Background: an optimization exercise with open tools, aiming at small area. Do not read the settings as production practice. Only simulation tests tie the RTL to the original design; equivalence was not proved. Power is estimated from default activity; no workload was simulated.

`flow/run.sh`:
```
#!/bin/bash
# synth_recipe.tcl (not shown) runs the flow's synth.tcl, then flattens the netlist and writes it again
# the make line also repeats each setting of config.mk as NAME=value (left out here)
make -C /OpenROAD-flow-scripts/flow DESIGN_CONFIG=/design/flow/config.mk WORK_HOME=/design/flow/orfs CLKGATE_MAP_FILE= SYNTH_SCRIPT=/design/flow/synth_recipe.tcl finish
```
`flow/config.mk`:
```
export PLATFORM = sky130hd
export DESIGN_NAME = swls_top
export DESIGN_NICKNAME = swls_top
export VERILOG_FILES = /design/flow/design.v
export SDC_FILE = /design/flow/constraint.sdc
export NUM_CORES = 4
export LEC_CHECK = 0
export CAP_MARGIN = 20
export CORE_MARGIN = 2
export CORE_UTILIZATION = 45
export SLEW_MARGIN = 20
```
`flow/constraint.sdc`:
```
create_clock -name core_clock -period 5.0 [get_ports {clk_i}]
set_input_delay 1.0000 -clock core_clock [delete_from_list [all_inputs] [get_ports {clk_i}]]
set_output_delay 1.0000 -clock core_clock [all_outputs]
set_load 0.01 [all_outputs]
```
`flow/design.v`:
```
package swls_pkg;
  localparam logic [1:0] ACT_PUSH   = 2'd0;
  localparam logic [1:0] ACT_POP    = 2'd1;
  localparam logic [1:0] ACT_SEARCH = 2'd2;
  localparam logic [1:0] STAT_OK    = 2'd0;
  localparam logic [1:0] STAT_EMPTY = 2'd1;
  localparam logic [1:0] STAT_FULL  = 2'd2;
  typedef struct packed {
    logic [1:0]         action;
    logic signed [31:0] value;
  } req_t;
  typedef struct packed {
    logic [1:0]         status;
    logic signed [31:0] popped_value;
    logic               found;
    logic [3:0]         found_index;
    logic signed [31:0] top_value;
    logic [4:0]         entry_count;
    logic               is_empty;
  } rsp_t;
endpackage
module stack_with_linear_search #(
  parameter int DEPTH      = 16,
  parameter int DATA_WIDTH = 32
) (
  input  logic           clk_i,
  input  logic           rst_ni,
  input  logic           start,
  output logic           busy,
  input  swls_pkg::req_t req_i,
  output logic           rsp_valid_o,
  output swls_pkg::rsp_t rsp_o
);
  localparam int CW = $clog2(DEPTH + 1);
  localparam int IW = $clog2(DEPTH);
  localparam int W  = DATA_WIDTH;
  logic [DEPTH*W-1:0] ring_q;
  logic [W-1:0]       head, tail;
  logic [IW-1:0]      ph_q;
  logic [CW-1:0]      count_q, count_d;
  logic               pend_q, push_q, wait_q, scan_q;
  logic               popf_q;
  logic [1:0]         st_q, st_d;
  logic               found_q;
  logic [IW-1:0]      idx_q;
  logic [W-1:0]       word_q;
  logic is_push, is_pop, is_search;
  logic full, empty, accept, wr, hit, beat, ph_last;
  assign head = ring_q[W-1:0];              
  assign tail = ring_q[DEPTH*W-1 -: W];     
  assign is_push   = (req_i.action == swls_pkg::ACT_PUSH);
  assign is_pop    = (req_i.action == swls_pkg::ACT_POP);
  assign is_search = (req_i.action == swls_pkg::ACT_SEARCH);
  assign full      = (count_q == CW'(DEPTH));
  assign empty     = (count_q == '0);
  assign ph_last   = (ph_q == IW'(DEPTH - 1));
  assign busy   = pend_q;
  assign accept = start & ~pend_q;
  assign wr   = push_q & (ph_q == IW'(count_q - CW'(2)));
  assign hit  = scan_q && (CW'(ph_q) < count_q) && (head == word_q);
  assign beat = pend_q & ~push_q & ~wait_q & ~scan_q & (ph_q == IW'(count_q - CW'(1)));
  always_comb begin
    count_d = count_q;
    st_d    = swls_pkg::STAT_OK;
    if (is_push) begin
      if (full) st_d = swls_pkg::STAT_FULL;
      else      count_d = count_q + CW'(1);
    end
    if (is_pop) begin
      if (empty) st_d = swls_pkg::STAT_EMPTY;
      else       count_d = count_q - CW'(1);
    end
  end
  always_ff @(posedge clk_i) begin
    ring_q <= {ring_q[(DEPTH-1)*W-1:0], wr ? word_q : tail};
  end
  always_ff @(posedge clk_i or negedge rst_ni) begin
    if (!rst_ni) begin
      ph_q    <= '0;
      count_q <= '0;
      pend_q  <= 1'b0;
      push_q  <= 1'b0;
      wait_q  <= 1'b0;
      scan_q  <= 1'b0;
    end else begin
      ph_q <= ph_q + IW'(1);
      if (accept) begin
        count_q <= count_d;
        pend_q  <= 1'b1;
        push_q  <= is_push & ~full;
        wait_q  <= is_search;
      end else begin
        if (beat) pend_q <= 1'b0;
        if (wr)   push_q <= 1'b0;
        if (ph_last) begin
          scan_q <= wait_q;
          wait_q <= 1'b0;
        end
      end
    end
  end
  always_ff @(posedge clk_i) begin
    if (!pend_q) begin
      st_q    <= st_d;
      popf_q  <= is_pop & ~empty;
      found_q <= 1'b0;
      idx_q   <= '0;
      word_q  <= W'(req_i.value);
    end else if (hit) begin
      found_q <= 1'b1;
      idx_q   <= ph_q;
    end
  end
  assign rsp_valid_o        = beat;
  assign rsp_o.status       = st_q;
  assign rsp_o.popped_value = tail & {W{popf_q}};
  assign rsp_o.found        = found_q;
  assign rsp_o.found_index  = idx_q;
  assign rsp_o.top_value    = head & {W{~empty}};
  assign rsp_o.entry_count  = 5'(count_q);
  assign rsp_o.is_empty     = empty;
endmodule
module swls_top (
  input  logic        clk_i,
  input  logic        rst_ni,
  input  logic        start,
  output logic        busy,
  input  logic [1:0]  req_action,
  input  logic [31:0] req_value,
  output logic        rsp_valid_o,
  output logic [1:0]  rsp_status,
  output logic [31:0] rsp_popped_value,
  output logic        rsp_found,
  output logic [3:0]  rsp_found_index,
  output logic [31:0] rsp_top_value,
  output logic [4:0]  rsp_entry_count,
  output logic        rsp_is_empty
);
  swls_pkg::req_t req;
  swls_pkg::rsp_t rsp;
  assign req.action = req_action;
  assign req.value  = req_value;
  stack_with_linear_search #(
    .DEPTH      (16),
    .DATA_WIDTH (32)
  ) u_stack (
    .clk_i       (clk_i),
    .rst_ni      (rst_ni),
    .start       (start),
    .busy        (busy),
    .req_i       (req),
    .rsp_valid_o (rsp_valid_o),
    .rsp_o       (rsp)
  );
  assign rsp_status       = rsp.status;
  assign rsp_popped_value = rsp.popped_value;
  assign rsp_found        = rsp.found;
  assign rsp_found_index  = rsp.found_index;
  assign rsp_top_value    = rsp.top_value;
  assign rsp_entry_count  = rsp.entry_count;
  assign rsp_is_empty     = rsp.is_empty;
endmodule
```
==> impl_metrics.json <==
{
  "status": "no timing/DRC/antenna violations",
  "pre_cts_ws_ns": 1.68,
  "hp-start": "u_stack.ring_q[218]",
  "worst_ep_arrival_time_ns": 2.87,
  "register_area_mm2": 0.0117,
  "crit_required_ns": 4.00,
  "vias": 5945,
  "drive_gt1_frac": 0.133,
  "drc": 0,
  "synth_top_cell_area_share": 0.752,
  "tritoncts": "done",
  "synth_seq_cells": 565,
  "post_drt_wl_per_cell_um": 15.2,
  "viasPerCell": 4.18,
  "wirelength_um": 21600,
  "ff2ff_path_depth": 7,
  "whs_endpoint": "u_stack.ring_q[250]",
  "ir_worst_vdd_mv": 0.336,
  "fp.dieH_um": 179,
  "layout.nets": 1028,
  "ctsHoldBuffers": 0,
  "worstReg2RegEnd": "u_stack.ring_q[10]",
  "cap_violations": 0,
  "area_growth_pct": 24.6,
  "synth_flop_cell": "dfxtp_1",
  "ys_async_sr_fraction": 0.0230,
  "grt_pass1_wl_um": 32800,
  "crit_path_max_incr_delay_ns": 0.63,
  "synth_top_area_cell": "dfxtp_1",
  "dp_cells": 1323,
  "timing.final.hold_violations": 0,
  "cts-root-buf": "clkbuf_16",
  "initialDrtViolationCount": 262,
  "htree_levels": 2,
  "core_region_area_mm2": 0.0303,
  "yosysWarnings": 1,
  "path_cells": "inv_1 > ha_1 > a21boi_0 > xnor2_1 > nand2_1 > nor4_2 > clkdlybuf4s50_1",
  "worstMarginPinSlew_ns": 0.658,
  "pwr_density_cell_mw_per_mm2": 601,
  "fin_crit_ns": 3.87,
  "post-route-cell-area_mm2": 0.0172,
  "grt_overflow": 0,
  "gp_congestion": 0.795,
  "multi_input_area_mm2": 0.00191,
  "rsz0062_at_grt": "false",
  "ys_top_cells_by_area": "dfxtp_1 (75%), edfxtp_1 (7.6%), mux2_4 (3.2%), dfrtp_1 (2.4%), xnor2_1 (2.3%)",
  "criticalPathCategory": "flop to primary output",
  "min_path_type": "flop to flop",
  "place_area_mm2": 0.0153,
  "cts_resized": 0,
  "slew_viol_final": 0,
  "max_freq_mhz": 258,
  "min_period_over_period": 0.774,
  "grt_pass1_vias": 5845,
  "holdPathStages": 0,
  "fin_ws_ns": 1.13,
  "r2r_setup_slack_ns": 2.64,
  "setup_tns_ns": 0,
  "postRouteAntennaNets": 0,
  "hold-worst-slack_ns": 0.320,
  "num-fill-cells": 2394,
  "syn-cell-area_mm2": 0.0138,
  "maxSlewHeadroom": 0.560,
  "finalSetupViolations": 0,
  "grtUsageTotal": 0.138,
  "pin_count": 116,
  "cts_setup_buffers": 0,
  "antenna_found_initial": 0,
  "dieArea_mm2": 0.0320,
  "clock_path_buffers": 3,
  "synth_cell_type_count": 42,
  "rows": 64,
  "reg2reg_from": "u_stack.count_q[2]",
  "crit_slowest_cell": "clkdlybuf4s50_1",
  "p_leak_uw": 0.00682,
  "syn_inst": 824,
  "numPortBuffers": 115,
  "clock_skew_ns": 0.0122,
  "dr.pass1.iters": 4,
  "synth-edff-count": 35,
  "syn_nets": 871,
  "insertion_delay_ns": 0.55,
  "initial_core_util": 0.454,
  "cts.sinks": 565,
  "cp_max_fo": 10,
  "crit_start": "u_stack.count_q[2]",
  "ys_seq_area_frac": 0.852,
  "clk_pin_slew_ns": 0.06,
  "fin_cells": 1421,
  "yosysMostFrequentCell": "dfxtp_1",
  "critPathLaunchType": "flop",
  "dp_hpwl_um": 13900,
  "cts_made_buffers": 52,
  "avgSynthCellArea_um2": 16.7,
  "die_w_um": 179,
  "synth_common_cells": "dfxtp_1 (517), xnor2_1 (36), edfxtp_1 (35)",
  "cp-end-kind": "primary output",
  "grt_max_degree": 38
}
## report_power, final
| part | leakage [µW] | internal, µW | total [µW] | switching, µW |
|---|---|---|---|---|
| Sequential | 0.00466 | 5120 | 5400 | 280 |
| Clock | 0.000897 | 2390 | 3990 | 1600 |
| Combinational | 0.00126 | 510 | 913 | 403 |
## kinds of logic (layout without fill, tap and decap cells)
kind of cell,count (synthesis),count (layout),synth area share
flip-flops,565,565,0.852
AND/OR/NAND/NOR,124,124,0.0535
adder cells (fa/ha/maj),10,10,0.00909
multiplexers,39,39,0.0394
AO/OA/AOI/OAI,18,18,0.00863
buffers and inverters,25,225,0.00972
XOR/XNOR,43,43,0.0279
other,0,1,0
## per-layer routing
| layer | global-route usage | routed length, µm |
|---|---|---|
| met1 | 0.190 | 10300 |
| met2 | 0.217 | 10100 |
| met3 | 0.0329 | 851 |
| met4 | 0.0440 | 353 |
| met5 | 0 | 0 |
## flip-flops by register name, indices dropped and copies added (netlist names)
register / cells
u_stack.push_q: 1
u_stack.st_q: 2
u_stack.count_q: 5
u_stack.wait_q: 1
u_stack.found_q: 1
u_stack.popf_q: 1
u_stack.word_q: 32
u_stack.ring_q: 512
u_stack.idx_q: 4
u_stack.pend_q: 1
u_stack.ph_q: 4
u_stack.scan_q: 1
## worst max-delay path: cells and delay by family, from the launching register on
kind | cells | cell delay (ns)
xor+xnor | 1 | 0.17
flops | 1 | 0.57
fa+ha+maj | 1 | 0.20
buf+inv | 2 | 0.78
simple gates | 2 | 0.25
compound gates | 1 | 0.36
## final cells by class
| cell class | instances | share of cell area |
|---|---|---|
| clock buffers | 75 | 0.0929 |
| clock inverters | 22 | 0.0125 |
| flip-flops and latches | 565 | 0.683 |
| diodes | 1 | 0.000146 |
| inverters | 8 | 0.00175 |
| well taps | 396 | 0.0289 |
| multi-input cells | 234 | 0.111 |
| repair buffers | 120 | 0.0693 |
## layout by cell type (no fill, tap or decap), types with 7 or more instances in the layout
| cell type | Yosys | layout |
|---|---|---|
| xnor2_1 | 36 | 36 |
| nor3_1 | 9 | 9 |
| edfxtp_1 | 35 | 35 |
| dfrtp_1 | 13 | 13 |
| ha_1 | 10 | 10 |
| mux2_4 | 29 | 29 |
| dfxtp_1 | 517 | 517 |
| clkinv_2 | 0 | 9 |
| nor2b_1 | 32 | 32 |
| clkbuf_1 | 9 | 8 |
| nand2_1 | 17 | 17 |
| inv_1 | 8 | 7 |
| clkbuf_8 | 0 | 10 |
| clkbuf_16 | 0 | 57 |
| nand3_1 | 7 | 7 |
| and2_1 | 32 | 32 |
| clkdlybuf4s50_1 | 0 | 115 |
## per-stage QoR
stage                     utilization  power (µW)
after floorplan                     -        5950
after global routing            0.565       10800
after global placement          0.506        6410
after CTS                       0.565       10400
final                           0.565       10300
after detailed placement        0.506        6430
## worst max path at each step
stage | to | slack (ns) | depth (start not counted)
floorplan | rsp_valid_o | 2.03 | 4
global placement | rsp_valid_o | 1.74 | 7
detailed placement | rsp_valid_o | 1.68 | 7
finish | rsp_valid_o | 1.13 | 7
CTS | rsp_valid_o | 1.06 | 7
global route | rsp_valid_o | 0.88 | 7

[static timing again, ports no longer ideal]
The results above use ideal ports. As a check the final layout listed here was re-extracted and re-timed, cells and wires unchanged.
Step 1: set_driving_cell puts a clkbuf_16 on clk_i and a buf_2 on each other input, an assumption about the parent block.
Step 2 also shifts input and output timing later by t, the mid clock arrival at the registers, as if the neighbouring blocks saw the same clock.
a / b / c = ideal / step 1 / step 2; a / b = the first two.
t, ns: 0.590
setup WS [ns]: 1.129 / 1.085 / 1.675
hold slack, ns: 0.320 / 0.320 / 0.320
clock arrival spread, ns: 0.014 / 0.014
After both steps this run still meets setup and hold. For this run, drivers alone change the setup slack by -0.044 ns; drivers and shift together by +0.546 ns.
